Background: an optimization exercise with open tools, aiming at small area and a short achievable clock period. Do not read the settings as production practice. Function was checked by simulation only, so behaviour that the tests miss may differ from the original. Power and IR drop assume default switching activity.

==> design/flow/design.v <==
package crph_pkg;
  localparam int NUM_BUCKETS_DEF = 400;
  localparam logic [1:0] STATUS_CITY   = 2'd0;
  localparam logic [1:0] STATUS_ACCEPT = 2'd1;
  localparam logic [1:0] STATUS_ERROR  = 2'd2;
  localparam logic [7:0] CH_ZERO  = 8'h30;
  localparam logic [7:0] CH_NINE  = 8'h39;
  localparam logic [7:0] CH_COMMA = 8'h2C;
  localparam logic [7:0] CH_QUOTE = 8'h22;
  localparam logic [7:0] CH_PAREN = 8'h28;
  localparam logic [19:0] RANK_MAX = 20'hFFFFF;
  localparam logic [31:0] POP_MAX  = 32'hFFFFFFFF;
  localparam logic [9:0]  LEN_MAX  = 10'd1023;
  typedef struct packed {
    logic [1:0]  status;
    logic [7:0]  city_byte;
    logic [19:0] rank;
    logic [31:0] population;
    logic [9:0]  city_length;
    logic [8:0]  index_by_length;
    logic [8:0]  index_by_sum;
    logic [8:0]  index_by_product;
  } result_t;
  function automatic int idx_width(input int ts);
    if (ts > 1) idx_width = $clog2(ts);
    else idx_width = 1;
  endfunction
endpackage
`default_nettype none
module csv_record_parse_and_hash #(
  parameter int NUM_BUCKETS = crph_pkg::NUM_BUCKETS_DEF
) (
  input  logic         clk,
  input  logic         rst_n,
  input  logic         in_tvalid,
  output logic         in_tready,
  input  logic [7:0]   in_tdata,    
  input  logic         in_tlast,    
  output logic         out_tvalid,
  input  logic         out_tready,
  output logic [103:0] out_tdata,   
  output logic [1:0]   out_tuser    
);
  localparam logic [2:0] S_START      = 3'd0;
  localparam logic [2:0] S_RANK       = 3'd1;
  localparam logic [2:0] S_OPEN_CITY  = 3'd2;
  localparam logic [2:0] S_CITY       = 3'd3;
  localparam logic [2:0] S_AFTER_CITY = 3'd4;
  localparam logic [2:0] S_POP_OPEN   = 3'd5;
  localparam logic [2:0] S_POP        = 3'd6;
  localparam logic [2:0] S_SKIP       = 3'd7;
  logic        skid_v;           
  logic [7:0]  skid_b;
  logic        skid_l;
  logic        out_v;            
  logic        out_acc;          
  logic        out_err;          
  logic        out_gp;           
  logic        out_gc;           
  logic        out_gx;           
  logic [19:0] q_rank;           
  logic        q_rsat;           
  logic [31:0] q_pop;
  logic        q_psat;           
  logic [2:0]  state;
  logic [19:0] rank;             
  logic        rank_sat;
  logic [15:0] acc_lo;
  logic [15:0] acc_hi;
  logic [3:0]  acc_c;            
  logic        acc_hp;           
  logic        acc_sat;          
  logic [9:0]  len;
  logic [8:0]  len_idx;          
  logic [8:0]  sum;
  logic [8:0]  px;               
  logic        cb_r;             
  logic        p2_r;             
  logic        p3_r;             
  logic        cpend;            
  logic       ob_free;
  logic [7:0] b;
  logic       last;
  logic       bv;
  logic       is_digit, is_comma, is_quote, is_paren;
  logic [3:0] digit;
  logic [2:0] state_nxt;
  logic       emit;
  logic       acc_word;
  logic       city_word;
  logic       commit;
  assign ob_free = !out_v || out_tready;
  assign b       = skid_v ? skid_b : in_tdata;
  assign last    = skid_v ? skid_l : in_tlast;
  assign bv      = skid_v || in_tvalid;
  assign is_digit = (b[7:4] == 4'h3) && (b[3:0] <= 4'd9);
  assign is_comma = (b == crph_pkg::CH_COMMA);
  assign is_quote = (b == crph_pkg::CH_QUOTE);
  assign is_paren = (b == crph_pkg::CH_PAREN);
  assign digit    = b[3:0];
  always_comb begin
    state_nxt = S_SKIP;
    emit      = 1'b1;
    acc_word  = 1'b0;
    city_word = 1'b0;
    unique case (state)
      S_START: if (is_digit) begin
        state_nxt = S_RANK; emit = 1'b0;
      end
      S_RANK: if (is_digit) begin
        state_nxt = S_RANK; emit = 1'b0;
      end else if (is_comma) begin
        state_nxt = S_OPEN_CITY; emit = 1'b0;
      end
      S_OPEN_CITY: if (is_quote) begin
        state_nxt = S_CITY; emit = 1'b0;
      end
      S_CITY: if (is_quote) begin
        state_nxt = S_AFTER_CITY; emit = 1'b0;
      end else begin
        state_nxt = S_CITY; city_word = 1'b1;
      end
      S_AFTER_CITY: if (is_comma) begin
        state_nxt = S_POP_OPEN; emit = 1'b0;
      end
      S_POP_OPEN: if (is_quote) begin
        state_nxt = S_POP; emit = 1'b0;
      end else if (is_paren) begin
        acc_word = 1'b1;
      end
      S_POP: if (is_digit || is_comma) begin
        state_nxt = S_POP; emit = 1'b0;
      end else if (is_quote) begin
        acc_word = 1'b1;
      end
      default: emit = 1'b0;
    endcase
    if (last) begin
      state_nxt = S_START;
      if (state != S_SKIP) begin
        emit      = 1'b1;
        city_word = 1'b0;
      end
    end
  end
  assign commit = bv && (ob_free || !emit);
  always_ff @(posedge clk) begin
    if (!rst_n) begin
      skid_v <= 1'b0;
      out_v  <= 1'b0;
      state  <= S_START;
    end else begin
      skid_v <= bv && emit && !ob_free;
      if (ob_free) out_v <= bv && emit;
      if (commit) state <= state_nxt;
    end
  end
  logic        acc_clr;          
  logic        acc_step;         
  logic        acc_aux;          
  logic [19:0] lo_mul;
  logic [19:0] hi_mul;
  logic [15:0] hi_eff;
  logic        sat_eff;
  assign acc_clr  = !rst_n || (commit && (last || state == S_POP_OPEN));
  assign acc_step = commit && is_digit && (state == S_START || state == S_RANK || state == S_POP);
  assign acc_aux  = (state == S_CITY) || (state == S_AFTER_CITY);
  logic [19:0] lo_x10, lo_x10p;
  logic [4:0]  lo_low;
  assign lo_x10   = (20'(acc_lo) << 3) + (20'(acc_lo) << 1);
  assign lo_x10p  = (20'(acc_lo) << 3) + (20'(acc_lo) << 1) + 20'd16;
  assign lo_low   = {1'b0, lo_x10[3:0]} + {1'b0, digit};
  assign lo_mul   = {lo_low[4] ? lo_x10p[19:4] : lo_x10[19:4], lo_low[3:0]};
  assign hi_mul   = (20'(acc_hi) << 3) + (20'(acc_hi) << 1) + 20'(acc_c);
  assign hi_eff   = acc_hp ? hi_mul[15:0] : acc_hi;
  assign sat_eff  = acc_sat || (acc_hp && (acc_hi > 16'd6553 || (acc_hi == 16'd6553 && acc_c >= 4'd6)));
  logic [7:0] cbyte;
  logic [4:0] c_h;
  logic [4:0] c25;
  logic [5:0] c_t;
  always_comb begin
    unique case (cbyte[7:5])
      3'd0: c_h = 5'd0;
      3'd1: c_h = 5'd7;
      3'd2: c_h = 5'd14;
      3'd3: c_h = 5'd21;
      3'd4: c_h = 5'd3;
      3'd5: c_h = 5'd10;
      3'd6: c_h = 5'd17;
      default: c_h = 5'd24;
    endcase
  end
  assign cbyte = q_rank[7:0];
  assign c_t   = 6'(cbyte[4:0]) + 6'(c_h);
  logic [3:0] a16, b16, p_r16;
  logic [4:0] a25, b25;
  logic [5:0] sq_s, sq_d;
  logic [4:0] sq_fs, sq_fd, r16_h;
  logic [6:0] k_t;
  logic [6:0] k_t25, k_t50;
  logic [4:0] k;
  assign a16   = px[8:5];
  assign a25   = px[4:0];
  assign b16   = acc_hi[8:5];
  assign b25   = acc_hi[4:0];
  assign sq_s  = 6'(a25) + 6'(b25);
  assign sq_d  = 6'(a25) - 6'(b25);
  assign p_r16 = 4'(a16 * b16);
  assign sq_fs[0] = (sq_s[0] && !sq_s[1] && !sq_s[2] && !sq_s[3]) ||
      (sq_s[1] && !sq_s[2] && sq_s[3] && sq_s[4]) ||
      (sq_s[0] && sq_s[2] && !sq_s[3] && sq_s[4]) ||
      (!sq_s[0] && sq_s[1] && sq_s[2] && sq_s[5]) ||
      (!sq_s[1] && sq_s[2] && sq_s[3] && !sq_s[4] && !sq_s[5]) ||
      (!sq_s[0] && !sq_s[1] && !sq_s[2] && sq_s[3] && !sq_s[5]) ||
      (sq_s[4] && sq_s[5]) ||
      (sq_s[0] && !sq_s[1] && !sq_s[3] && sq_s[5]) ||
      (sq_s[0] && !sq_s[1] && sq_s[2] && sq_s[4]) ||
      (!sq_s[0] && sq_s[1] && sq_s[3] && sq_s[5]) ||
      (!sq_s[0] && !sq_s[1] && sq_s[2] && !sq_s[4] && !sq_s[5]) ||
      (!sq_s[0] && sq_s[1] && !sq_s[2] && !sq_s[3] && !sq_s[4] && !sq_s[5]);
  assign sq_fs[1] = (!sq_s[1] && sq_s[2] && sq_s[3] && sq_s[4]) ||
      (sq_s[1] && sq_s[2] && sq_s[3] && sq_s[5]) ||
      (sq_s[1] && sq_s[2] && !sq_s[3] && sq_s[4]) ||
      (sq_s[0] && sq_s[1] && !sq_s[2] && !sq_s[4] && !sq_s[5]) ||
      (!sq_s[0] && !sq_s[1] && sq_s[2] && !sq_s[3] && !sq_s[4]) ||
      (sq_s[4] && sq_s[5]) ||
      (sq_s[0] && sq_s[1] && sq_s[2] && sq_s[5]) ||
      (sq_s[0] && sq_s[2] && !sq_s[3] && sq_s[4]) ||
      (sq_s[1] && !sq_s[2] && !sq_s[3] && !sq_s[4] && !sq_s[5]) ||
      (sq_s[0] && sq_s[1] && !sq_s[2] && sq_s[3] && !sq_s[5]) ||
      (!sq_s[0] && sq_s[1] && sq_s[2] && sq_s[3] && !sq_s[4]);
  assign sq_fs[2] = (sq_s[2] && !sq_s[3] && sq_s[5]) ||
      (sq_s[0] && sq_s[1] && !sq_s[2] && !sq_s[4] && !sq_s[5]) ||
      (!sq_s[1] && sq_s[2] && sq_s[3] && !sq_s[4] && !sq_s[5]) ||
      (sq_s[0] && !sq_s[1] && !sq_s[2] && sq_s[3] && !sq_s[4]) ||
      (!sq_s[0] && sq_s[1] && !sq_s[3] && sq_s[5]) ||
      (sq_s[0] && sq_s[1] && sq_s[2] && sq_s[5]) ||
      (!sq_s[0] && !sq_s[1] && sq_s[2] && sq_s[3] && !sq_s[5]) ||
      (!sq_s[0] && sq_s[1] && sq_s[2] && !sq_s[3] && sq_s[4]) ||
      (!sq_s[0] && sq_s[2] && sq_s[3] && !sq_s[4] && !sq_s[5]) ||
      (!sq_s[0] && !sq_s[1] && !sq_s[2] && !sq_s[3] && sq_s[4] && !sq_s[5]);
  assign sq_fs[3] = (sq_s[0] && sq_s[1] && sq_s[4]) ||
      (!sq_s[0] && !sq_s[1] && sq_s[2] && sq_s[5]) ||
      (!sq_s[0] && !sq_s[2] && sq_s[3] && sq_s[4]) ||
      (!sq_s[0] && sq_s[1] && !sq_s[3] && !sq_s[4] && !sq_s[5]) ||
      (sq_s[4] && sq_s[5]) ||
      (sq_s[0] && sq_s[1] && !sq_s[2] && sq_s[3] && !sq_s[5]) ||
      (!sq_s[0] && sq_s[1] && sq_s[2] && !sq_s[4] && !sq_s[5]) ||
      (sq_s[0] && sq_s[1] && sq_s[2] && !sq_s[3] && sq_s[5]) ||
      (sq_s[0] && !sq_s[1] && !sq_s[2] && !sq_s[3] && !sq_s[4] && !sq_s[5]);
  assign sq_fs[4] = (sq_s[0] && !sq_s[1] && sq_s[2] && sq_s[4]) ||
      (!sq_s[0] && sq_s[1] && sq_s[2] && sq_s[5]) ||
      (sq_s[1] && !sq_s[2] && !sq_s[3] && sq_s[4]) ||
      (!sq_s[1] && sq_s[2] && sq_s[3] && !sq_s[4] && !sq_s[5]) ||
      (sq_s[1] && sq_s[2] && !sq_s[3] && !sq_s[4] && !sq_s[5]) ||
      (!sq_s[0] && sq_s[2] && sq_s[3] && sq_s[5]) ||
      (sq_s[0] && sq_s[2] && sq_s[3] && sq_s[4]) ||
      (sq_s[0] && !sq_s[1] && sq_s[2] && !sq_s[3] && sq_s[5]) ||
      (!sq_s[0] && sq_s[2] && !sq_s[3] && !sq_s[4] && !sq_s[5]) ||
      (sq_s[0] && sq_s[1] && !sq_s[2] && sq_s[3] && sq_s[5]) ||
      (!sq_s[0] && !sq_s[1] && !sq_s[2] && !sq_s[3] && !sq_s[4] && sq_s[5]);
  assign sq_fd[0] = (!sq_d[0] && !sq_d[1] && !sq_d[2] && sq_d[3]) ||
      (sq_d[0] && sq_d[2] && sq_d[4] && !sq_d[5]) ||
      (sq_d[0] && !sq_d[2] && !sq_d[4] && sq_d[5]) ||
      (!sq_d[1] && sq_d[2] && sq_d[3] && !sq_d[5]) ||
      (sq_d[1] && sq_d[2] && sq_d[3] && sq_d[4]) ||
      (!sq_d[0] && !sq_d[1] && sq_d[2] && sq_d[4] && sq_d[5]) ||
      (sq_d[0] && !sq_d[1] && !sq_d[2] && !sq_d[3] && !sq_d[5]) ||
      (sq_d[0] && sq_d[1] && !sq_d[4] && sq_d[5]) ||
      (!sq_d[0] && !sq_d[1] && sq_d[2] && !sq_d[3] && !sq_d[4]) ||
      (sq_d[0] && sq_d[1] && !sq_d[2] && !sq_d[3] && sq_d[5]) ||
      (!sq_d[0] && sq_d[1] && !sq_d[2] && !sq_d[3] && !sq_d[4]);
  assign sq_fd[1] = (sq_d[0] && !sq_d[1] && sq_d[2] && sq_d[4]) ||
      (sq_d[0] && sq_d[1] && !sq_d[2] && !sq_d[4]) ||
      (sq_d[1] && sq_d[2] && sq_d[4] && !sq_d[5]) ||
      (!sq_d[0] && sq_d[2] && sq_d[3] && sq_d[4]) ||
      (sq_d[1] && !sq_d[2] && !sq_d[3] && !sq_d[4]) ||
      (sq_d[0] && !sq_d[2] && !sq_d[4] && sq_d[5]) ||
      (sq_d[1] && !sq_d[2] && !sq_d[4] && sq_d[5]) ||
      (!sq_d[0] && !sq_d[1] && sq_d[2] && !sq_d[3] && !sq_d[4]) ||
      (!sq_d[0] && sq_d[1] && !sq_d[2] && !sq_d[3] && sq_d[5]) ||
      (!sq_d[0] && sq_d[1] && sq_d[2] && sq_d[3] && !sq_d[5]);
  assign sq_fd[2] = (!sq_d[0] && !sq_d[1] && !sq_d[3] && sq_d[5]) ||
      (sq_d[0] && sq_d[2] && !sq_d[3] && sq_d[5]) ||
      (sq_d[0] && !sq_d[1] && sq_d[3] && !sq_d[5]) ||
      (sq_d[1] && !sq_d[2] && !sq_d[3] && sq_d[5]) ||
      (!sq_d[0] && sq_d[2] && sq_d[3] && !sq_d[5]) ||
      (sq_d[0] && sq_d[1] && !sq_d[2] && !sq_d[4] && !sq_d[5]) ||
      (!sq_d[0] && sq_d[1] && sq_d[2] && sq_d[4] && !sq_d[5]) ||
      (!sq_d[0] && !sq_d[1] && !sq_d[2] && !sq_d[3] && sq_d[4]) ||
      (sq_d[0] && !sq_d[1] && sq_d[2] && sq_d[3] && sq_d[4]) ||
      (!sq_d[0] && sq_d[1] && !sq_d[2] && !sq_d[4] && sq_d[5]);
  assign sq_fd[3] = (sq_d[1] && sq_d[2] && sq_d[3] && sq_d[4]) ||
      (!sq_d[0] && sq_d[1] && !sq_d[3] && !sq_d[4]) ||
      (sq_d[0] && !sq_d[1] && !sq_d[4] && sq_d[5]) ||
      (sq_d[0] && sq_d[1] && sq_d[4] && !sq_d[5]) ||
      (!sq_d[0] && sq_d[1] && !sq_d[2] && sq_d[4] && sq_d[5]) ||
      (sq_d[3] && sq_d[4] && !sq_d[5]) ||
      (!sq_d[1] && !sq_d[2] && !sq_d[4] && sq_d[5]) ||
      (sq_d[0] && !sq_d[1] && sq_d[2] && !sq_d[3] && sq_d[5]) ||
      (sq_d[0] && sq_d[1] && !sq_d[2] && sq_d[3] && !sq_d[5]) ||
      (!sq_d[0] && sq_d[1] && sq_d[2] && !sq_d[4] && !sq_d[5]) ||
      (sq_d[0] && !sq_d[1] && !sq_d[2] && !sq_d[3] && !sq_d[4]);
  assign sq_fd[4] = (sq_d[1] && sq_d[2] && !sq_d[3] && !sq_d[4]) ||
      (sq_d[1] && !sq_d[2] && sq_d[4] && !sq_d[5]) ||
      (!sq_d[1] && sq_d[2] && sq_d[3] && !sq_d[5]) ||
      (!sq_d[0] && !sq_d[1] && sq_d[2] && sq_d[4] && sq_d[5]) ||
      (!sq_d[0] && sq_d[2] && !sq_d[3] && !sq_d[4]) ||
      (sq_d[0] && !sq_d[1] && !sq_d[2] && sq_d[3] && sq_d[4]) ||
      (sq_d[0] && sq_d[1] && !sq_d[2] && !sq_d[3] && sq_d[5]) ||
      (sq_d[0] && !sq_d[1] && sq_d[2] && sq_d[4] && !sq_d[5]) ||
      (sq_d[0] && sq_d[1] && !sq_d[2] && !sq_d[4] && sq_d[5]) ||
      (!sq_d[0] && sq_d[1] && !sq_d[2] && sq_d[3] && sq_d[4]) ||
      (sq_d[0] && !sq_d[1] && sq_d[2] && sq_d[3] && !sq_d[4]) ||
      (!sq_d[0] && sq_d[1] && sq_d[2] && !sq_d[4] && sq_d[5]);
  assign r16_h[0] = (!p_r16[0] && !p_r16[1] && p_r16[3]) ||
      (!p_r16[1] && p_r16[2] && !p_r16[3]) ||
      (p_r16[0] && p_r16[1] && p_r16[3]) ||
      (p_r16[0] && !p_r16[1] && !p_r16[3]);
  assign r16_h[1] = (p_r16[0] && p_r16[2] && p_r16[3]) ||
      (!p_r16[0] && !p_r16[1] && p_r16[2]) ||
      (!p_r16[0] && p_r16[1] && !p_r16[2]) ||
      (p_r16[0] && p_r16[1] && p_r16[2]) ||
      (p_r16[0] && !p_r16[1] && !p_r16[2] && !p_r16[3]);
  assign r16_h[2] = (!p_r16[0] && p_r16[2] && p_r16[3]) ||
      (p_r16[0] && p_r16[1] && p_r16[3]) ||
      (!p_r16[0] && !p_r16[1] && p_r16[3]) ||
      (p_r16[0] && !p_r16[1] && p_r16[2] && !p_r16[3]) ||
      (!p_r16[0] && p_r16[1] && !p_r16[2] && !p_r16[3]);
  assign r16_h[3] = (p_r16[0] && !p_r16[2] && !p_r16[3]) ||
      (!p_r16[1] && !p_r16[2] && p_r16[3]) ||
      (!p_r16[0] && !p_r16[2] && p_r16[3]) ||
      (p_r16[0] && p_r16[1] && p_r16[2] && p_r16[3]);
  assign r16_h[4] = (!p_r16[0] && p_r16[1] && !p_r16[3]) ||
      (p_r16[0] && !p_r16[2] && p_r16[3]) ||
      (!p_r16[0] && p_r16[2] && !p_r16[3]) ||
      (p_r16[0] && !p_r16[1] && p_r16[3]);
  assign c25[0] = (!c_t[0] && !c_t[4] && c_t[5]) ||
      (c_t[0] && !c_t[4] && !c_t[5]) ||
      (c_t[0] && !c_t[3] && !c_t[5]) ||
      (c_t[0] && c_t[1] && c_t[4] && c_t[5]) ||
      (!c_t[0] && c_t[1] && c_t[3] && c_t[4]) ||
      (!c_t[0] && !c_t[1] && !c_t[2] && c_t[5]) ||
      (c_t[0] && c_t[2] && c_t[4] && c_t[5]) ||
      (!c_t[0] && c_t[2] && c_t[3] && c_t[4]);
  assign c25[1] = (c_t[1] && !c_t[4] && !c_t[5]) ||
      (!c_t[0] && !c_t[1] && c_t[5]) ||
      (c_t[0] && c_t[1] && c_t[3]) ||
      (c_t[1] && !c_t[3] && !c_t[5]) ||
      (c_t[0] && c_t[1] && !c_t[4]) ||
      (!c_t[1] && c_t[2] && c_t[4] && c_t[5]) ||
      (!c_t[0] && !c_t[1] && c_t[2] && c_t[3] && c_t[4]);
  assign c25[2] = (c_t[1] && c_t[2]) ||
      (c_t[0] && c_t[2] && !c_t[4]) ||
      (c_t[2] && !c_t[3] && !c_t[5]) ||
      (!c_t[0] && !c_t[1] && !c_t[2] && c_t[5]) ||
      (c_t[0] && c_t[2] && !c_t[5]) ||
      (c_t[2] && !c_t[4] && !c_t[5]);
  assign c25[3] = (c_t[3] && !c_t[4] && !c_t[5]) ||
      (c_t[0] && !c_t[3] && !c_t[4] && c_t[5]) ||
      (!c_t[0] && !c_t[1] && !c_t[2] && c_t[3]) ||
      (c_t[2] && !c_t[3] && !c_t[4] && c_t[5]) ||
      (c_t[1] && !c_t[3] && !c_t[4] && c_t[5]) ||
      (c_t[0] && !c_t[1] && !c_t[2] && !c_t[3] && c_t[5]);
  assign c25[4] = (!c_t[3] && c_t[4] && !c_t[5]) ||
      (c_t[2] && c_t[3] && c_t[5]) ||
      (c_t[1] && c_t[3] && c_t[5]) ||
      (!c_t[0] && !c_t[1] && !c_t[2] && c_t[4]) ||
      (c_t[0] && c_t[3] && c_t[5]) ||
      (!c_t[1] && !c_t[2] && c_t[4] && c_t[5]);
  assign k_t   = 7'(acc_hi[9:5]) - 7'(acc_hi[4:0]) - 7'(acc_hi[14:10]);
  assign k_t25 = k_t + 7'd25;
  assign k_t50 = k_t + 7'd50;
  assign k     = !k_t[6] ? k_t[4:0] : !k_t25[6] ? k_t25[4:0] : k_t50[4:0];
  always_ff @(posedge clk) begin
    acc_hp <= acc_step && !acc_clr;
    if (acc_step && !acc_clr) begin
      acc_lo <= lo_mul[15:0];
      acc_c  <= lo_mul[19:16];
    end else if (acc_clr) begin
      acc_lo <= '0;
    end
    if (acc_clr) begin
      acc_hi  <= '0;
      acc_sat <= 1'b0;
    end else begin
      acc_hi  <= hi_eff;
      acc_sat <= sat_eff;
      if (acc_aux && p2_r) begin
        acc_hi[14:0] <= {r16_h, sq_fs, sq_fd};
      end else if (acc_aux && cb_r && !cpend && len == 10'd1) begin
        acc_hi[8:0] <= {cbyte[3:0], c25};
      end
    end
    if (state == S_RANK) begin
      rank     <= {hi_eff[3:0], acc_lo};
      rank_sat <= sat_eff || (acc_hp ? (acc_hi >= 16'd2 || (acc_hi == 16'd1 && acc_c >= 4'd6))
                                     : acc_hi >= 16'd16);
    end
  end
  logic [9:0] sum_add;
  logic [6:0] sum_sub;           
  assign sum_add = 10'(cpend ? 9'd0 : sum) + 10'(cbyte);
  assign sum_sub = {1'b0, sum_add[9:4]} - 7'd25;
  always_ff @(posedge clk) begin
    cb_r <= commit && state == S_CITY && !is_quote;
    p2_r <= cb_r && !cpend && len == 10'd1;
    p3_r <= p2_r;
    if (commit && state == S_OPEN_CITY) begin
      cpend <= 1'b1;
    end else if (cb_r) begin
      cpend <= 1'b0;
    end
    if (cb_r) begin
      if (cpend) len <= 10'd1;
      else if (len != crph_pkg::LEN_MAX) len <= len + 10'd1;
      sum <= sum_sub[6] ? sum_add[8:0] : {sum_sub[4:0], sum_add[3:0]};
    end
    if (cb_r && cpend) begin
      px <= {cbyte[3:0], c25};
    end else if (p2_r) begin
      px[8:5] <= p_r16;
    end else if (p3_r) begin
      px[4:0] <= k;
    end
  end
  always_ff @(posedge clk) begin
    skid_b <= b;
    skid_l <= last;
    if (ob_free) begin
      out_acc <= acc_word;
      out_err <= !acc_word && !city_word;
      out_gp  <= acc_word && (state == S_POP);
      out_gc  <= acc_word && !cpend;
      out_gx  <= acc_word && !cpend && len[9:1] != 9'd0;
      q_rank  <= {rank[19:8], (state == S_CITY) ? b : rank[7:0]};
      q_rsat  <= rank_sat;
      q_pop   <= {hi_eff, acc_lo};
      q_psat  <= sat_eff;
    end
  end
  logic [5:0] len_m800;           
  logic [6:0] len_m400;           
  assign len_m800 = {1'b0, len[9:5]} - 6'd25;
  assign len_m400 = {1'b0, len[9:4]} - 7'd25;
  always_ff @(posedge clk) begin
    len_idx <= !len_m800[5] ? {len_m800[3:0], len[4:0]} :
               !len_m400[6] ? {len_m400[4:0], len[3:0]} : len[8:0];
  end
  logic [8:0] prod_idx;
  assign prod_idx = {px[4:0], px[8:5]};
  logic out_city;
  assign out_city = !out_acc && !out_err;
  assign in_tready  = !skid_v;
  assign out_tvalid = out_v;
  assign out_tuser  = {out_err, out_acc};
  assign out_tdata  = {7'd0,
                       prod_idx    & {9{out_gx}},
                       sum         & {9{out_gc}},
                       len_idx     & {9{out_gc}},
                       len         & {10{out_gc}},
                       (q_pop  | {32{q_psat}}) & {32{out_gp}},
                       (q_rank | {20{q_rsat}}) & {20{out_acc}},
                       q_rank[7:0] & {8{out_city}}};
endmodule
`default_nettype wire
==> design/flow/flow/run.sh <==
#!/bin/bash
# The standard layout (standard.sh), with the port buffers made of the smallest
# plain buffer instead of the resizer's default choice. Every input and output
# port still gets its own buffer.
set -euo pipefail
export BUFFER_PORTS_ARGS="-buffer_cell sky130_fd_sc_hd__buf_1"
bash standard.sh > standard_flow.log 2>&1
==> design/flow/standard.sh <==
#!/bin/bash
# synth_recipe.tcl (not shown) runs the flow's synth.tcl, then flattens the netlist and writes it again
# the make line also repeats each setting of config.mk as NAME=value (left out here)
make -C /OpenROAD-flow-scripts/flow DESIGN_CONFIG=/design/flow/config.mk WORK_HOME=/design/flow/orfs CLKGATE_MAP_FILE= SYNTH_SCRIPT=/design/flow/synth_recipe.tcl "${@:-finish}"
==> design/flow/config.mk <==
export PLATFORM = sky130hd
export DESIGN_NAME = csv_record_parse_and_hash
export DESIGN_NICKNAME = csv_record_parse_and_hash
export VERILOG_FILES = /design/flow/design.v
export SDC_FILE = /design/flow/constraint.sdc
export NUM_CORES = 4
export LEC_CHECK = 0
export ABC_AREA = 1
export CAP_MARGIN = 20
export CORE_MARGIN = 2
export CORE_UTILIZATION = 60
export CTS_BUF_LIST = sky130_fd_sc_hd__clkbuf_4 sky130_fd_sc_hd__clkbuf_8
export PLACE_DENSITY = 0.75
export SETUP_SLACK_MARGIN = 2.8
export SLEW_MARGIN = 20
export TNS_END_PERCENT = 10
==> design/flow/constraint.sdc <==
create_clock -name core_clock -period 5.5 [get_ports {clk}]
set_input_delay 1.1000 -clock core_clock [delete_from_list [all_inputs] [get_ports {clk}]]
set_output_delay 1.1000 -clock core_clock [all_outputs]
set_load 0.01 [all_outputs]
==> results.sh, run 1 <==
export IMPL_fmax_mhz=329.7
export IMPL_crit_chain="inv_4 -> ha_4 -> fa_2 -> o21ai_1 -> a21oi_1 -> xnor2_1 -> ha_1 -> nand2_1 -> o21ai_2 -> nor2_1 -> xor2_1 -> nand2_2 -> nand2_1 -> nand3_1 -> o211ai_1 -> nand2_1"
export IMPL_critical_path_class="reg2reg"
export IMPL_slew_viol_final=0
export IMPL_clk_pin_slew_worst_paths_ps=100
export IMPL_syn_area_per_cell_um2=7.405
export IMPL_hold_path_startpoint="p2_r$_DFF_P_"
export IMPL_setup_ws_ps=2467
export IMPL_vdd_drop_max_mv=0.1692
export IMPL_viasPerCell=5.526
export IMPL_cp_num_buf_inv=1
export IMPL_drc=0
export IMPL_power_mw=3.526
export IMPL_combPwrFrac=0.276
export IMPL_yosysWarnings=1
export IMPL_grt_pass1_wl_mm=50.30
export IMPL_power_leakage_nw=6.987
export IMPL_whs_ps=349.3
export IMPL_crit_top_cell="nand2_1"
export IMPL_hold_buffers=0
export IMPL_swShare=0.3502
export IMPL_grt_max_degree=35
export IMPL_crit_slowest_cell="dfxtp_4"
export IMPL_clock_sinks=173
export IMPL_grt_usage=0.2856
export IMPL_synth_top_cell_area_share=0.3014
export IMPL_cts_root_buf="clkbuf_8"
export IMPL_internal_power_mw=2.291
export IMPL_place_area_um2=13370
export IMPL_drt_initial_drc_count=938
export IMPL_start_util=0.6085
export IMPL_final_nets=1999
export IMPL_gp_congestion=0.9567
export IMPL_synth_flop_cell="edfxtp_1"
export IMPL_critPathLaunch="acc_hi[5]$_SDFF_PP0_"
export IMPL_rr_startpoint="acc_hi[5]$_SDFF_PP0_"
export IMPL_crit_required_ps=5750
export IMPL_rsz0062_at_grt="yes"
export IMPL_clockBufferDepth=2
export IMPL_fin_util=0.7127
export IMPL_via_count=12002
export IMPL_coreArea_um2=20960
export IMPL_portBuffers=113
export IMPL_antenna_cells=0
export IMPL_cts_tree="built"
export IMPL_dp_slack_ps=2160
export IMPL_die_w_um=149.8
export IMPL_worst_pin_slew_ps=919.8
export IMPL_drive_above_1_share=0.1407
export IMPL_syn_area_um2=12750
export IMPL_synth_area_leaders="edfxtp_1 (30%), nand2_1 (12%), ha_1 (9.0%), inv_1 (7.4%), dfxtp_1 (7.1%)"
export IMPL_finalInstanceArea_um2=14930
export IMPL_clkPwrFrac=0.283
export IMPL_timing_setup_tns_ps=0
export IMPL_critPathMaxStageDelay_ps=380
export IMPL_area_growth_pct=17.12
export IMPL_wl_met3_mm=2.031
export IMPL_synth_area_leader_cell="edfxtp_1"
export IMPL_p_per_area_nw_per_um2=236.1
export IMPL_wl_met1_mm=14.58
export IMPL_yosysSeqAreaShare=0.3721
export IMPL_yosysUniqueCellTypes=52
export IMPL_wirelength_mm=33.70
export IMPL_worst_clock_skew_ps=22.54
export IMPL_startpoint_type="flip-flop"
export IMPL_dieArea_um2=22430
export IMPL_maxSlewHeadroom=0.3859
export IMPL_numCtsBuffers=17
export IMPL_finalHoldViolCount=0
export IMPL_antenna_found_initial=0
export IMPL_cp_arrival_ps=3290
export IMPL_status="timing/DRC/antenna clean"
export IMPL_fin_crit_sh=0.5514
export IMPL_dp_hpwl_mm=23.79
export IMPL_fin_cells=2172
export IMPL_num_rows=53
export IMPL_path_max_fanout=5
export IMPL_critPathTopFamily="adder cells"
export IMPL_ios=121
export IMPL_p_sw_mw=1.235
export IMPL_hold_path_class="reg2reg"
export IMPL_seqPwrFrac=0.441
export IMPL_crit_path_end_kind="flip-flop"
export IMPL_async_flop_share=0
export IMPL_wl_met2_mm=16.23
export IMPL_synthCells=1722
export IMPL_dp_cells=2070
export IMPL_wire_per_inst_um=15.52
export IMPL_grt_overflow=0
export IMPL_synth_edf_count=128
export IMPL_grt_pass1_vias=10300
export IMPL_die_h_um=149.8
export IMPL_maxUsedRoutingLayer="met4"
export IMPL_htreeDepth=4
export IMPL_dr_pass1_iters=5
export IMPL_antenna_left=0
export IMPL_synth_seq_cells=173
export IMPL_clk_latency_ps=500
export IMPL_setup_viol=0
export IMPL_drv_cap=0
export IMPL_period_needed_ps=3033
cell usage in the layout, fill, tap and decap left out, types with 25 or more instances in the layout:
| cell type | instances |
|---|---|
| dfxtp_1 | 36 |
| buf_4 | 68 |
| inv_1 | 234 |
| nor2_1 | 213 |
| nand2_1 | 394 |
| o21ai_0 | 91 |
| nand3_1 | 103 |
| a21oi_1 | 76 |
| nand4_1 | 25 |
| buf_1 | 113 |
| edfxtp_1 | 128 |
| ha_1 | 81 |
power groups by stage:
| stage | Clock, mW | Combinational (mW) | Sequential [mW] |
|---|---|---|---|
| 6_report | 0.998 | 0.972 | 1.56 |
| 3_3_place_gp | 0 | 0.745 | 1.60 |
| 4_1_cts | 0.997 | 0.826 | 1.56 |
| 5_1_grt | 1.04 | 1.07 | 1.56 |
| 2_1_floorplan | 0 | 0.620 | 1.56 |
| 3_5_place_dp | 0 | 0.766 | 1.59 |
flip-flops by register name (all words and copies together) (netlist names), 9 cells and up:
register and flops:
rank 20, acc_hi 16, acc_lo 16, q_rank 20
q_pop 32, px 9, sum 9, len 10
len_idx 9
what timing repair did:
item	in CTS	in global routing
hold endpoints to repair	0	0
buffers inserted	22	47
pin swaps	15	41
endpoints found under the setup margin	143	163
gates cloned	0	1
resized for setup	52	102
synth_stat cells, drive strengths merged, types with 8 or more instances:
library cell	count
a31oi	11
edfxtp	128
nor3	30
nor2	239
buf	21
nand3	121
a21oi	86
xnor2	19
nand4	25
ha	92
nand2	416
inv	252
clkbuf	29
o21ai	104
xor2	31
or2	8
fa	10
dfxtp	45
o211ai	17
final timing paths:
path	endpoint	slack, ps	depth (start not counted)
max	px[1]$_DFFE_PP_	2470	16
min	p3_r$_DFF_P_	350	0
max reg2reg	px[1]$_DFFE_PP_	2470	16
min reg2reg	p3_r$_DFF_P_	350	0
layout make-up:
| cell class | instances | area [um^2] |
|---|---|---|
| clock buffers | 17 | 234.0 |
| inverters | 252 | 962.2 |
| clock inverters | 15 | 195.2 |
| flip-flops and latches | 173 | 4773 |
| multi-input cells | 1253 | 7406 |
| fillers | 1700 | 6021 |
| repair buffers | 186 | 1012 |
| repair inverters | 1 | 7.507 |
| well taps | 275 | 344.1 |
cells by family after synthesis:
family	Yosys count	share of synthesized area
DFF	173	0.3721
other	1	0.0002941
xor gates and xnor gates	50	0.03493
and+or+nand+nor	850	0.2859
adders and majority gates	102	0.1060
AOI/OAI and AO/OA	244	0.1059
buffers and inverters	302	0.09489
per-layer routing:
metal	vias to the layer above	track usage
li1	5953	-
met1	5557	0.3786
met2	433	0.4778
met3	59	0.04512
met4	0	0.09858
met5	-	0
==> inputs of run 2 (changes only) <==
--- a/design/flow/config.mk
+++ b/design/flow/config.mk
@@ -11,6 +11,6 @@
 export CORE_UTILIZATION = 60
 export CTS_BUF_LIST = sky130_fd_sc_hd__clkbuf_4 sky130_fd_sc_hd__clkbuf_8
 export PLACE_DENSITY = 0.75
-export SETUP_SLACK_MARGIN = 2.8
+export SETUP_SLACK_MARGIN = 2.7
 export SLEW_MARGIN = 20
 export TNS_END_PERCENT = 10
==> run 2 against run 1 <==
Still clean on timing, DRC and antenna. Setup slack gained 5.1 ps. Clock power shrank 2.4%. Sequential cell count is the same. Final cell count shrank 1.7%. Clock skew grew 1.6 ps. Utilization shrank 2.5 points. Sequential power is essentially flat. Clock-buffer cell count grew 1. Sequential share of layout area grew 1.2 points. First-iteration DRC count shrank 24%. Final area shrank 3.5%. Critical endpoint unchanged.
==> results.sh, run 2 <==
export IMPL_hold_path_class="reg2reg"
export IMPL_area_growth_pct=13.08
export IMPL_htreeDepth=4
export IMPL_synth_edf_count=128
export IMPL_cts_root_buf="clkbuf_8"
export IMPL_fillCellCount=1790
export IMPL_slew_viol_final=0
export IMPL_top_regs="q_pop: 32 flops, q_rank: 20 flops, rank: 20 flops"
export IMPL_wire_per_inst_um=15.38
export IMPL_grt_overflow=0
export IMPL_status="timing/DRC/antenna clean"
export IMPL_worst_pin_slew_ps=879.8
export IMPL_synthCells=1722
export IMPL_die_h_um=149.8
export IMPL_yosysWarnings=1
export IMPL_via_count=11845
export IMPL_clockBufferDepth=2
export IMPL_syn_area_per_cell_um2=7.405
export IMPL_drv_cap=0
export IMPL_synth_top_cell_area_share=0.3014
export IMPL_finalInstanceArea_um2=14420
export IMPL_power_leakage_nw=6.772
export IMPL_coreArea_um2=20960
export IMPL_drive_above_1_share=0.1021
export IMPL_fin_cells=2136
export IMPL_viasPerCell=5.545
export IMPL_async_flop_share=0
export IMPL_largest_register_ffs=32
export IMPL_vdd_drop_max_mv=0.1713
export IMPL_worst_clock_skew_ps=24.14
export IMPL_portBuffers=113
export IMPL_grt_pass1_vias=10681
export IMPL_cts_tree="built"
export IMPL_dieArea_um2=22430
export IMPL_drc=0
export IMPL_synth_seq_cells=173
export IMPL_cp_arrival_ps=3350
export IMPL_startpoint_type="flip-flop"
export IMPL_num_rows=53
export IMPL_grt_pass1_wl_mm=51.77
export IMPL_synth_commonest_cells="nand2_1 (406), inv_1 (250), nor2_1 (231)"
export IMPL_p_per_area_nw_per_um2=235.0
export IMPL_numCtsBuffers=17
export IMPL_grt_usage=0.2897
export IMPL_setup_viol=0
export IMPL_hold_buffers=0
export IMPL_drt_initial_drc_count=715
export IMPL_crit_required_ps=5820
export IMPL_place_area_um2=13360
export IMPL_maxSlewHeadroom=0.4127
export IMPL_timing_setup_tns_ps=0
export IMPL_gp_congestion=0.9271
export IMPL_final_nets=1963
export IMPL_dr_pass1_iters=5
export IMPL_final_cell_mix="nand2_1 (400), inv_1 (242), nor2_1 (223)"
export IMPL_fmax_mhz=330.3
export IMPL_clock_sinks=173
export IMPL_synth_flop_cell="edfxtp_1"
export IMPL_path_max_fanout=5
export IMPL_rsz0062_at_grt="yes"
export IMPL_critical_path_class="reg2reg"
export IMPL_crit_path_end_kind="flip-flop"
export IMPL_wirelength_mm=32.86
export IMPL_antenna_cells=0
export IMPL_synth_area_leader_cell="edfxtp_1"
export IMPL_start_util=0.6085
export IMPL_synth_area_leaders="edfxtp_1 (30%), nand2_1 (12%), ha_1 (9.0%), inv_1 (7.4%), dfxtp_1 (7.1%)"
export IMPL_register_area_um2=4776
export IMPL_antenna_left=0
export IMPL_ios=121
export IMPL_yosysSeqAreaShare=0.3721
export IMPL_period_needed_ps=3028
export IMPL_finalHoldViolCount=0
export IMPL_syn_area_um2=12750
export IMPL_yosysMostFrequentCell="nand2_1"
export IMPL_fin_crit_sh=0.5505
export IMPL_layout_commonest_cell="nand2_1"
export IMPL_multiInputGateArea_um2=7193
export IMPL_yosysUniqueCellTypes=52
export IMPL_die_w_um=149.8
export IMPL_dp_cells=2070
export IMPL_grt_max_degree=37
export IMPL_dp_hpwl_mm=24.17
export IMPL_clk_pin_slew_worst_paths_ps=90
export IMPL_antenna_found_initial=0
export IMPL_top_register="q_pop"
export IMPL_clk_latency_ps=470
==> run 2: area by class of cell <==
class,count,share of cell area
multi-input cells,1253,0.4989
well taps,275,0.02386
inverters,252,0.06656
clock inverters,14,0.01250
repair buffers,151,0.05024
flip-flops and latches,173,0.3312
clock buffers,18,0.01675
==> run 2: per-layer routing <==
layer,part of all wire,global-route usage
met1,0.44,0.3848
met2,0.48,0.4819
met3,0.058,0.04268
met4,0.029,0.1085
met5,0,0
==> run 2: final timing paths <==
| kind | start | to | slack, ps | depth (start not counted) |
|---|---|---|---|---|
| setup reg to reg | acc_hi[5]$_SDFF_PP0_ | px[1]$_DFFE_PP_ | 2470 | 17 |
| setup / recovery | acc_hi[5]$_SDFF_PP0_ | px[1]$_DFFE_PP_ | 2470 | 17 |
| hold reg to reg | p2_r$_DFF_P_ | p3_r$_DFF_P_ | 340 | 0 |
| hold / removal | p2_r$_DFF_P_ | p3_r$_DFF_P_ | 340 | 0 |
==> run 2: timing repair <==
action / in CTS / in global routing
resized for setup: 52 / 45
setup endpoints to repair: 115 / 136
setup buffers: 19 / 15
gates cloned: 0 / 0
pin swaps: 13 / 20
==> run 2: logic make-up after synthesis <==
family	synth area share
buffers and inverters	0.09489
and+or+nand+nor	0.2859
adders and majority gates	0.1060
other	0.0002941
xor gates and xnor gates	0.03493
AOI/OAI and AO/OA	0.1059
DFF	0.3721
==> run 2: per-stage QoR <==
step	utilization	worst slack [ps]	total power [mW]	hold slack, ps
floorplan	-	2526	2.175	330.8
global placement	0.6366	2206	2.341	338.2
detailed placement	0.6373	2121	2.362	340.4
CTS	0.6729	2537	3.359	350.8
global route	0.6881	2338	3.555	352.5
finish	0.6881	2472	3.389	344.3
==> run 2: where the power goes <==
group | internal, mW | total (mW) | switching [mW]
clock | 0.467 | 0.974 | 0.508
combinational | 0.294 | 0.851 | 0.557
sequential | 1.50 | 1.56 | 0.0676
total | 2.26 | 3.39 | 1.13
==> run 2: critical path, cell delays in order (launching register included) <==
cell	delay (ps)
dfxtp_4	370
inv_4	40
ha_4	150
fa_2	360
o21ai_2	180
a21oi_2	70
xnor2_1	200
ha_1	290
a21oi_1	120
o21ai_1	90
nor2_1	120
xor2_1	280
nand2_2	150
inv_1	130
nand2_1	80
nand3_1	80
o211ai_1	110
nand2_1	90
==> inputs of run 3 (changes only) <==
--- a/design/flow/config.mk
+++ b/design/flow/config.mk
@@ -10,7 +10,7 @@
 export CORE_MARGIN = 2
 export CORE_UTILIZATION = 60
 export CTS_BUF_LIST = sky130_fd_sc_hd__clkbuf_4 sky130_fd_sc_hd__clkbuf_8
-export PLACE_DENSITY = 0.75
-export SETUP_SLACK_MARGIN = 2.7
+export PLACE_DENSITY = 0.65
+export SETUP_SLACK_MARGIN = 2.6
 export SLEW_MARGIN = 20
 export TNS_END_PERCENT = 10
==> run 3 against run 2 <==
Fmax decreased by 1.5%. Non-clock buffer count decreased by 4. Sequential power about the same. Combinational power decreased by 0.7%. Clock skew decreased by 7.1 ps. Global-route usage decreased by 0.35 points. Highest routed layer unchanged. Total power decreased by 3.0%. Final area decreased by 1.3%.
==> results.sh, run 3 <==
export IMPL_die_w_um=149.8
export IMPL_critical_path_class="reg2reg"
export IMPL_dr_pass1_iters=6
export IMPL_numCtsBuffers=17
export IMPL_rsz0062_at_grt="yes"
export IMPL_via_count=11628
export IMPL_ios=121
export IMPL_grt_overflow=0
export IMPL_worst_pin_slew_ps=816.0
export IMPL_crit_required_ps=5740
export IMPL_synth_top_cell_area_share=0.3014
export IMPL_final_cell_mix="nand2_1 (399), inv_1 (242), nor2_1 (220)"
export IMPL_top_regs="q_pop: 32 flops, q_rank: 20 flops, rank: 20 flops"
export IMPL_clk_pin_slew_worst_paths_ps=100
export IMPL_gp_congestion=0.9173
export IMPL_maxSlewHeadroom=0.4560
export IMPL_startpoint_type="flip-flop"
export IMPL_drv_cap=0
export IMPL_synth_area_leader_cell="edfxtp_1"
export IMPL_power_leakage_nw=6.726
export IMPL_period_needed_ps=3074
export IMPL_synth_flop_cell="edfxtp_1"
export IMPL_portBuffers=113
export IMPL_num_rows=53
export IMPL_fin_crit_sh=0.5589
export IMPL_synthCells=1722
export IMPL_cp_arrival_ps=3320
export IMPL_syn_area_per_cell_um2=7.405
export IMPL_yosysMostFrequentCell="nand2_1"
export IMPL_grt_usage=0.2862
export IMPL_grt_pass1_vias=10384
export IMPL_layout_commonest_cell="nand2_1"
export IMPL_fin_cells=2134
export IMPL_p_per_area_nw_per_um2=231.0
export IMPL_clock_sinks=173
export IMPL_dp_cells=2071
export IMPL_hold_path_startpoint="p2_r$_DFF_P_"
export IMPL_worst_clock_skew_ps=17.04
export IMPL_status="timing/DRC/antenna clean"
export IMPL_finalHoldViolCount=0
export IMPL_grt_max_degree=40
export IMPL_finalInstanceArea_um2=14230
export IMPL_yosysWarnings=1
export IMPL_vdd_drop_max_mv=0.1645
export IMPL_start_util=0.6085
export IMPL_antenna_cells=0
export IMPL_cts_root_buf="clkbuf_8"
export IMPL_synth_commonest_cells="nand2_1 (406), inv_1 (250), nor2_1 (231)"
export IMPL_drive_above_1_share=0.09252
export IMPL_rr_startpoint="acc_hi[5]$_SDFF_PP0_"
export IMPL_coreArea_um2=20960
export IMPL_top_register="q_pop"
export IMPL_clk_latency_ps=480
export IMPL_setup_viol=0
export IMPL_hold_path_class="reg2reg"
export IMPL_fin_util=0.6791
export IMPL_path_max_fanout=5
export IMPL_critPathLaunch="acc_hi[5]$_SDFF_PP0_"
export IMPL_crit_path_end_kind="flip-flop"
export IMPL_largest_register_ffs=32
export IMPL_hold_buffers=0
export IMPL_cts_tree="built"
export IMPL_timing_setup_tns_ps=0
export IMPL_synth_edf_count=128
export IMPL_grt_pass1_wl_mm=50.76
export IMPL_dp_hpwl_mm=23.82
export IMPL_place_area_um2=13360
export IMPL_yosysSeqAreaShare=0.3721
export IMPL_dieArea_um2=22430
export IMPL_yosysUniqueCellTypes=52
export IMPL_fillCellCount=1871
export IMPL_antenna_left=0
export IMPL_drc=0
export IMPL_fmax_mhz=325.3
export IMPL_async_flop_share=0
export IMPL_die_h_um=149.8
export IMPL_clockBufferDepth=2
export IMPL_synth_seq_cells=173
export IMPL_area_growth_pct=11.60
export IMPL_wire_per_inst_um=15.13
export IMPL_syn_area_um2=12750
export IMPL_drt_initial_drc_count=819
export IMPL_synth_area_leaders="edfxtp_1 (30%), nand2_1 (12%), ha_1 (9.0%), inv_1 (7.4%), dfxtp_1 (7.1%)"
export IMPL_antenna_found_initial=0
export IMPL_htreeDepth=4
export IMPL_slew_viol_final=0
export IMPL_wirelength_mm=32.30
export IMPL_viasPerCell=5.449
export IMPL_final_nets=1961
-- run 3: where the power goes --
group | internal [mW] | total, mW | switching, mW
sequential | 1.50 | 1.56 | 0.0680
clock | 0.337 | 0.878 | 0.541
combinational | 0.294 | 0.845 | 0.551
-- run 3: layout make-up --
| class | instances | area [um^2] | area share |
|---|---|---|---|
| clock buffers | 17 | 234.0 | 0.01644 |
| inverters | 252 | 955.9 | 0.06718 |
| multi-input cells | 1253 | 7076 | 0.4972 |
| repair inverters | 2 | 12.51 | 0.0008793 |
| well taps | 275 | 344.1 | 0.02418 |
| repair buffers | 147 | 691.9 | 0.04862 |
| clock inverters | 15 | 141.4 | 0.009936 |
| flip-flops and latches | 173 | 4775 | 0.3355 |
-- run 3: timing repair --
action,CTS,global route
endpoints found under the setup margin,94,128
gates cloned,1,1
setup buffers,5,24
pin swaps,3,30
gates resized for setup,20,56
-- run 3: routing by layer --
layer / share of wire / global-route usage / vias up
met5: 0 / 0 / -
met4: 0.019 / 0.08019 / 0
met3: 0.058 / 0.03933 / 47
met2: 0.47 / 0.4720 / 360
met1: 0.45 / 0.3966 / 5346
li1: - / - / 5875
-- run 3: worst paths after layout --
check	end	slack, ps	cells past startpoint
max	px[2]$_DFFE_PP_	2430	16
min	p3_r$_DFF_P_	360	0
max reg2reg	px[2]$_DFFE_PP_	2430	16
min reg2reg	p3_r$_DFF_P_	360	0
-- run 3: cells by family (layout without fill, tap and decap cells) --
logic type                 after synthesis  after routing  synth area share
and+or+nand+nor                        850            850            0.2859
AOI/OAI and AO/OA                      244            244            0.1059
DFF                                    173            173            0.3721
buffers and inverters                  302            433           0.09489
xor gates and xnor gates                50             50           0.03493
adders and majority gates              102            102            0.1060
other                                    1              7         0.0002941
-- run 3: critical path, cell delays in order (launching register included) --
cell,delay [ps]
dfxtp_4,390
inv_4,40
ha_4,160
fa_2,410
o21ai_2,130
a21oi_2,70
xnor2_1,170
ha_1,300
a21oi_1,160
o21ai_1,80
nor2_1,130
xor2_1,300
nand2_2,160
a21oi_2,150
nand2_1,50
o211ai_1,80
nand2_1,70
-- run 3: stage by stage --
step	total power, mW	worst slack [ps]	hold slack (ps)
detailed placement	2.357	2163	341.7
finish	3.287	2426	356.1
global placement	2.344	2206	336.5
floorplan	2.175	2526	330.8
CTS	3.232	2406	358.3
global route	3.470	2231	365.3
==> inputs of run 4 (changes only) <==
--- a/design/flow/config.mk
+++ b/design/flow/config.mk
@@ -10,7 +10,7 @@
 export CORE_MARGIN = 2
 export CORE_UTILIZATION = 60
 export CTS_BUF_LIST = sky130_fd_sc_hd__clkbuf_4 sky130_fd_sc_hd__clkbuf_8
-export PLACE_DENSITY = 0.65
+export PLACE_DENSITY = 0.75
 export SETUP_SLACK_MARGIN = 2.6
 export SLEW_MARGIN = 20
 export TNS_END_PERCENT = 10
==> run 4 against run 3 <==
First-iteration DRC count shrank 11%. Clock power up 11%. Largest cell class unchanged. Hold slack got worse by 13 ps. Critical path type is now reg2out. Critical endpoint is now out_tdata[80].
==> results.sh, run 4 <==
export IMPL_status="timing/DRC/antenna clean"
export IMPL_grt_pass1_vias=10488
export IMPL_gp_congestion=0.9271
export IMPL_rsz0062_at_grt="yes"
export IMPL_worst_pin_slew_ps=898.7
export IMPL_critical_path_class="reg2out"
export IMPL_final_nets=1959
export IMPL_maxSlewHeadroom=0.4000
export IMPL_cp_arrival_ps=1850
export IMPL_synth_edf_count=128
export IMPL_yosysUniqueCellTypes=52
export IMPL_die_h_um=149.8
export IMPL_clockBufferDepth=2
export IMPL_clock_sinks=173
export IMPL_drv_cap=0
export IMPL_power_mw=3.388
export IMPL_top_register="q_pop"
export IMPL_area_growth_pct=12.40
export IMPL_p_per_area_nw_per_um2=236.4
export IMPL_critPathLaunch="out_gc$_DFFE_PN_"
export IMPL_dieArea_um2=22430
export IMPL_wire_per_inst_um=15.28
export IMPL_syn_area_per_cell_um2=7.405
export IMPL_async_flop_share=0
export IMPL_startpoint_type="flip-flop"
export IMPL_synth_area_leaders="edfxtp_1 (30%), nand2_1 (12%), ha_1 (9.0%), inv_1 (7.4%), dfxtp_1 (7.1%)"
export IMPL_grt_pass1_wl_mm=51.09
export IMPL_final_cell_mix="nand2_1 (401), inv_1 (242), nor2_1 (227)"
export IMPL_vdd_drop_max_mv=0.1760
export IMPL_drt_initial_drc_count=727
export IMPL_worstReg2RegEnd="px[1]$_DFFE_PP_"
export IMPL_viasPerCell=5.516
export IMPL_layout_commonest_cell="nand2_1"
export IMPL_yosysMostFrequentCell="nand2_1"
export IMPL_crit_path_end_kind="output pin"
export IMPL_dr_pass1_iters=7
export IMPL_rr_startpoint="acc_hi[0]$_SDFF_PP0_"
export IMPL_synth_adder_area_share=0.1060
export IMPL_r2r_cells=16
export IMPL_hold_path_startpoint="p2_r$_DFF_P_"
export IMPL_register_area_um2=4776
export IMPL_antenna_found_initial=0
export IMPL_coreArea_um2=20960
export IMPL_portBuffers=113
export IMPL_synth_compound_area_share=0.1059
export IMPL_drc=0
export IMPL_cts_tree="built"
export IMPL_multiInputGateArea_um2=7147
export IMPL_synth_top_cell_area_share=0.3014
export IMPL_dp_hpwl_mm=24.17
export IMPL_finalHoldViolCount=0
export IMPL_grt_usage=0.2860
export IMPL_synthCells=1722
export IMPL_place_area_um2=13360
export IMPL_dp_slack_ps=2121
export IMPL_clk_latency_ps=470
export IMPL_grt_max_degree=37
export IMPL_syn_area_um2=12750
export IMPL_drive_above_1_share=0.09532
export IMPL_synth_seq_cells=173
export IMPL_synth_xor_area_frac=0.03493
export IMPL_yosysWarnings=1
export IMPL_antenna_cells=0
export IMPL_fillCellCount=1830
export IMPL_clk_pin_slew_worst_paths_ps=90
export IMPL_finalInstanceArea_um2=14330
export IMPL_power_leakage_nw=6.764
export IMPL_synth_area_leader_cell="edfxtp_1"
export IMPL_synth_commonest_cells="nand2_1 (406), inv_1 (250), nor2_1 (231)"
export IMPL_period_needed_ps=2948
export IMPL_ios=121
export IMPL_worst_clock_skew_ps=21.78
export IMPL_top_regs="q_pop: 32 flops, q_rank: 20 flops, rank: 20 flops"
export IMPL_setup_viol=0
export IMPL_yosysSeqAreaShare=0.3721
export IMPL_hold_path_class="reg2reg"
export IMPL_die_w_um=149.8
export IMPL_htreeDepth=4
export IMPL_cts_root_buf="clkbuf_8"
export IMPL_timing_setup_tns_ps=0
export IMPL_antenna_left=0
export IMPL_via_count=11760
export IMPL_hold_depth=0
export IMPL_wirelength_mm=32.57
export IMPL_path_max_fanout=28
export IMPL_fin_util=0.6840
export IMPL_crit_required_ps=4400
export IMPL_start_util=0.6085
export IMPL_reg2reg_slack_ps=2560
export IMPL_fin_crit_sh=0.5360
export IMPL_synthMuxAreaShare=0
export IMPL_slew_viol_final=0
export IMPL_hold_buffers=0
export IMPL_largest_register_ffs=32
export IMPL_synth_flop_cell="edfxtp_1"
export IMPL_synth_simple_area_share=0.2859
export IMPL_numCtsBuffers=17
export IMPL_holdPathEnd="p3_r$_DFF_P_"
export IMPL_num_rows=53
export IMPL_setup_ws_ps=2552
export IMPL_grt_overflow=0
export IMPL_synth_top_family_by_area="simple AND/OR/NAND/NOR gates"
export IMPL_fmax_mhz=339.2
run 4: cell count changes in the layout (fill, tap and decap cells not counted), moves of 3 or more:
| cell | delta |
|---|---|
| bufinv_16 | +3 |
| xor2_1 | -3 |
| a21oi_1 | -3 |
| nor2_2 | -8 |
| nor2_1 | +7 |
run 4: metal layers:
layer / track usage / share of wire / vias up
met2: 0.4764 / 0.47 / 407
met1: 0.3856 / 0.44 / 5431
met3: 0.03933 / 0.061 / 50
met4: 0.09623 / 0.026 / 0
li1: - / - / 5872
met5: 0 / 0 / -
run 4: area by class of cell:
type                            instances  area share
Timing Repair Buffer                  147     0.04801
Tap cell                              275     0.02401
Multi-Input combinational cell       1253      0.4986
Clock buffer                           18     0.01685
Sequential cell                       173      0.3332
Inverter                              252     0.06670
Clock inverter                         14     0.01257
run 4: what timing repair did:
item / CTS / global route
pin swaps: 5 / 11
resized for setup: 33 / 52
setup buffers: 12 / 18
gates cloned: 0 / 0
endpoints found under the setup margin: 55 / 119
run 4: cell families (layout without fill, tap and decap cells):
| family | Yosys count | in the layout |
|---|---|---|
| and+or+nand+nor | 850 | 850 |
| buffers and inverters | 302 | 431 |
| AOI/OAI and AO/OA | 244 | 244 |
| DFF | 173 | 173 |
| adders and majority gates | 102 | 102 |
| xor gates and xnor gates | 50 | 50 |
| other | 1 | 7 |
run 4: where the power goes:
group          switching, mW  internal (mW)  leakage, nW
clock network          0.508          0.466        0.216
registers             0.0670           1.50         1.69
logic                  0.552          0.297         4.86
total                   1.13           2.26         6.76
run 4: worst max-delay path, cell delays in order, from the launching register on:
cell and delay [ps]:
edfxtp_1 930, nand2_1 200, inv_1 100, buf_1 160
run 4: worst max path at each step:
stage	to	slack, ps	depth (start not counted)
2_1_floorplan	acc_c[2]$_DFFE_PP_	2530	16
3_3_place_gp	acc_c[3]$_DFFE_PP_	2210	15
3_5_place_dp	px[2]$_DFFE_PP_	2120	16
4_1_cts	out_tdata[81]	2520	3
5_1_grt	px[2]$_DFFE_PP_	2350	16
6_report	out_tdata[80]	2550	3
run 4: stage by stage:
step                      hold WS (ps)  cells
after floorplan                  330.8   1728
after global placement           338.2   2069
after detailed placement         340.4   2070
after CTS                        350.8   2114
after global routing             352.5   2132
final                            343.0   2132
==> inputs of run 5 (changes only) <==
--- a/design/flow/config.mk
+++ b/design/flow/config.mk
@@ -13,4 +13,4 @@
 export PLACE_DENSITY = 0.75
 export SETUP_SLACK_MARGIN = 2.6
 export SLEW_MARGIN = 20
-export TNS_END_PERCENT = 10
+export TNS_END_PERCENT = 30
==> run 5 against run 4 <==
Still clean on timing, DRC and antenna. Via count up 1.3%. Fmax down 2.6%. Die area unchanged. Sequential power about the same. Sequential share of layout area down 0.45 points. Final cell count up 0.52%.
==> results.sh, run 5 <==
export IMPL_status="timing/DRC/antenna clean"
export IMPL_num_rows=53
export IMPL_largest_register_ffs=32
export IMPL_async_flop_share=0
export IMPL_setup_ws_ps=2474
export IMPL_synth_xor_area_frac=0.03493
export IMPL_dp_hpwl_mm=24.17
export IMPL_cts_root_buf="clkbuf_8"
export IMPL_drv_cap=0
export IMPL_numCtsBuffers=17
export IMPL_hold_path_class="reg2reg"
export IMPL_synth_area_leader_cell="edfxtp_1"
export IMPL_top_usage_layer="met2"
export IMPL_wirelength_mm=33.13
export IMPL_crit_chain="ha_4 -> fa_2 -> o21ai_2 -> a21oi_2 -> xnor2_1 -> ha_1 -> a21oi_2 -> o21ai_2 -> nor2_1 -> xor2_1 -> nand2_2 -> nand2_2 -> nand3_2 -> o211ai_1 -> nand2_1"
export IMPL_clock_sinks=173
export IMPL_cp_num_buf_inv=0
export IMPL_synth_compound_area_share=0.1059
export IMPL_syn_area_um2=12750
export IMPL_slew_viol_final=0
export IMPL_yosysMostFrequentCell="nand2_1"
export IMPL_grt_pass1_vias=10540
export IMPL_layout_commonest_cell="nand2_1"
export IMPL_clk_pin_slew_worst_paths_ps=90
export IMPL_met3_usage=0.03933
export IMPL_fillCellCount=1786
export IMPL_grt_usage=0.2872
export IMPL_vdd_drop_max_mv=0.1719
export IMPL_synth_simple_area_share=0.2859
export IMPL_crit_path_end_kind="flip-flop"
export IMPL_coreArea_um2=20960
export IMPL_syn_area_per_cell_um2=7.405
export IMPL_wire_per_inst_um=15.46
export IMPL_dieArea_um2=22430
export IMPL_drt_initial_drc_count=815
export IMPL_synth_area_leaders="edfxtp_1 (30%), nand2_1 (12%), ha_1 (9.0%), inv_1 (7.4%), dfxtp_1 (7.1%)"
export IMPL_yosysSeqAreaShare=0.3721
export IMPL_yosysWarnings=1
export IMPL_worst_pin_slew_ps=881.0
export IMPL_critPathMaxStageDelay_ps=390
export IMPL_synthCells=1722
export IMPL_fin_crit_sh=0.5503
export IMPL_synth_seq_cells=173
export IMPL_portBuffers=113
export IMPL_dp_cells=2070
export IMPL_die_w_um=149.8
export IMPL_grt_overflow=0
export IMPL_crit_slowest_cell="dfxtp_4"
export IMPL_period_needed_ps=3026
export IMPL_final_nets=1970
export IMPL_setup_viol=0
export IMPL_clockBufferDepth=2
export IMPL_dp_slack_ps=2121
export IMPL_fin_cells=2143
export IMPL_synthMuxAreaShare=0
export IMPL_grt_pass1_wl_mm=51.29
export IMPL_fmax_mhz=330.4
export IMPL_start_util=0.6085
export IMPL_viasPerCell=5.556
export IMPL_maxSlewHeadroom=0.4119
export IMPL_top_register="q_pop"
export IMPL_timing_setup_tns_ps=0
export IMPL_gp_congestion=0.9271
export IMPL_path_max_fanout=5
export IMPL_antenna_found_initial=0
export IMPL_antenna_left=0
export IMPL_power_leakage_nw=6.837
export IMPL_startpoint_type="flip-flop"
export IMPL_via_count=11907
export IMPL_p_per_area_nw_per_um2=236.8
export IMPL_antenna_cells=0
export IMPL_ios=121
export IMPL_finalHoldViolCount=0
export IMPL_critPathTopFamily="adder cells"
export IMPL_clk_latency_ps=460
export IMPL_final_cell_mix="nand2_1 (399), inv_1 (242), nor2_1 (221)"
export IMPL_synth_commonest_cells="nand2_1 (406), inv_1 (250), nor2_1 (231)"
export IMPL_crit_required_ps=5700
export IMPL_drive_above_1_share=0.1124
export IMPL_dr_pass1_iters=7
export IMPL_yosysUniqueCellTypes=52
export IMPL_synth_edf_count=128
export IMPL_synth_top_cell_area_share=0.3014
export IMPL_rsz0062_at_grt="yes"
export IMPL_drc=0
export IMPL_grt_max_degree=37
export IMPL_synth_top_family_by_area="simple AND/OR/NAND/NOR gates"
export IMPL_grt_met1_usage=0.3860
export IMPL_synth_flop_cell="edfxtp_1"
export IMPL_top_regs="q_pop: 32 flops, q_rank: 20 flops, rank: 20 flops"
export IMPL_whs_ps=345.8
export IMPL_use_met2=0.4791
export IMPL_htreeDepth=4
export IMPL_critical_path_class="reg2reg"
export IMPL_hold_buffers=0
export IMPL_synth_adder_area_share=0.1060
export IMPL_cp_arrival_ps=3230
export IMPL_cts_tree="built"
export IMPL_worst_clock_skew_ps=20.07
export IMPL_area_growth_pct=13.95
export IMPL_die_h_um=149.8
-- run 5: routing by layer --
layer,vias up,share of wire
li1,5893,-
met1,5497,0.43
met2,473,0.48
met3,44,0.065
met4,0,0.025
met5,-,0
-- run 5: worst register-to-register path, stage by stage, from the launching register on --
cell and delay [ps]:
dfxtp_4 390, ha_4 170, fa_2 370, o21ai_2 180
a21oi_2 80, xnor2_1 130, ha_1 320, a21oi_2 150
o21ai_2 70, nor2_1 110, xor2_1 290, nand2_2 170
nand2_2 110, nand3_2 70, o211ai_1 120, nand2_1 70
-- run 5: cell type report --
cell class,instances,area (um^2),share of cell area
clock buffers,18,241.5,0.01662
repair inverters,1,7.507,0.0005167
well taps,275,344.1,0.02368
repair buffers,157,773.2,0.05322
inverters,252,955.9,0.06579
clock inverters,14,180.2,0.01240
multi-input cells,1253,7252,0.4991
flip-flops and latches,173,4776,0.3287
-- run 5: path summary, 6_finish.rpt --
kind / start / to / slack (ps) / cells past startpoint
hold / removal: p2_r$_DFF_P_ / p3_r$_DFF_P_ / 350 / 0
setup reg to reg: acc_hi[0]$_SDFF_PP0_ / px[1]$_DFFE_PP_ / 2470 / 15
hold reg to reg: p2_r$_DFF_P_ / p3_r$_DFF_P_ / 350 / 0
setup / recovery: acc_hi[0]$_SDFF_PP0_ / px[1]$_DFFE_PP_ / 2470 / 15
-- run 5: per-stage QoR --
stage	power, mW	utilization	cell area, um^2
2_1_floorplan	2.175	-	12820
3_3_place_gp	2.341	0.6366	13340
3_5_place_dp	2.362	0.6373	13360
4_1_cts	3.349	0.6688	14010
5_1_grt	3.604	0.6934	14530
6_report	3.440	0.6934	14530
-- run 5: cells by family after synthesis --
kind of cell | Yosys count
compound gates | 244
xor+xnor | 50
fa+ha+maj | 102
buf+inv | 302
flops | 173
other cells | 1
simple gates | 850
-- run 5: repair_timing --
item | 4_1_cts | 5_1_grt
gates cloned | 0 | 1
endpoints found under the setup margin | 55 | 117
buffers inserted | 13 | 27
gates resized for setup | 43 | 69
pin swaps | 6 | 24
-- run 5: power by group --
| group | leakage (nW) | internal, mW | switching [mW] |
|---|---|---|---|
| logic | 4.93 | 0.326 | 0.577 |
| registers | 1.69 | 1.50 | 0.0661 |
| clock network | 0.216 | 0.467 | 0.508 |

[port drivers added, routing unchanged]
No port has a modelled driver above. Below, the same layouts with a new extraction and two added sets of constraints. Step 1, drivers: a clkbuf_16 drives clk and a buf_2 each remaining input, both assumed. Step 2 moves the port delays by t, midway between the first and last clock arrival at a register: inputs arrive t later, outputs are due t later. That takes back most of the time a late clock gives input paths. a / b / c = ideal ports / drivers / drivers and shift; a / b = the first two.
| run | shift t [ns] | setup WS [ns] | hold WS [ns] | worst setup path at the end | slew at the worst register clock pin (ns) |
|---|---|---|---|---|---|
| run 1 | 0.534 | 2.467 / 2.467 / 2.241 | 0.349 / 0.349 / 0.349 | input to register | 0.12 / 0.12 |
| run 2 | 0.501 | 2.472 / 2.472 / 2.195 | 0.344 / 0.344 / 0.344 | input to register | 0.11 / 0.11 |
| run 3 | 0.516 | 2.426 / 2.426 / 2.211 | 0.356 / 0.356 / 0.356 | input to register | 0.11 / 0.11 |
| run 4 | 0.504 | 2.552 / 2.508 / 2.121 | 0.343 / 0.343 / 0.343 | input to register | 0.11 / 0.11 |
| run 5 | 0.498 | 2.474 / 2.474 / 2.251 | 0.346 / 0.346 / 0.346 | input to register | 0.10 / 0.10 |
After both steps setup and hold are still met in every run listed. For run 4, which loses most, drivers alone change the setup slack by -0.044 ns; drivers and shift together by -0.431 ns.
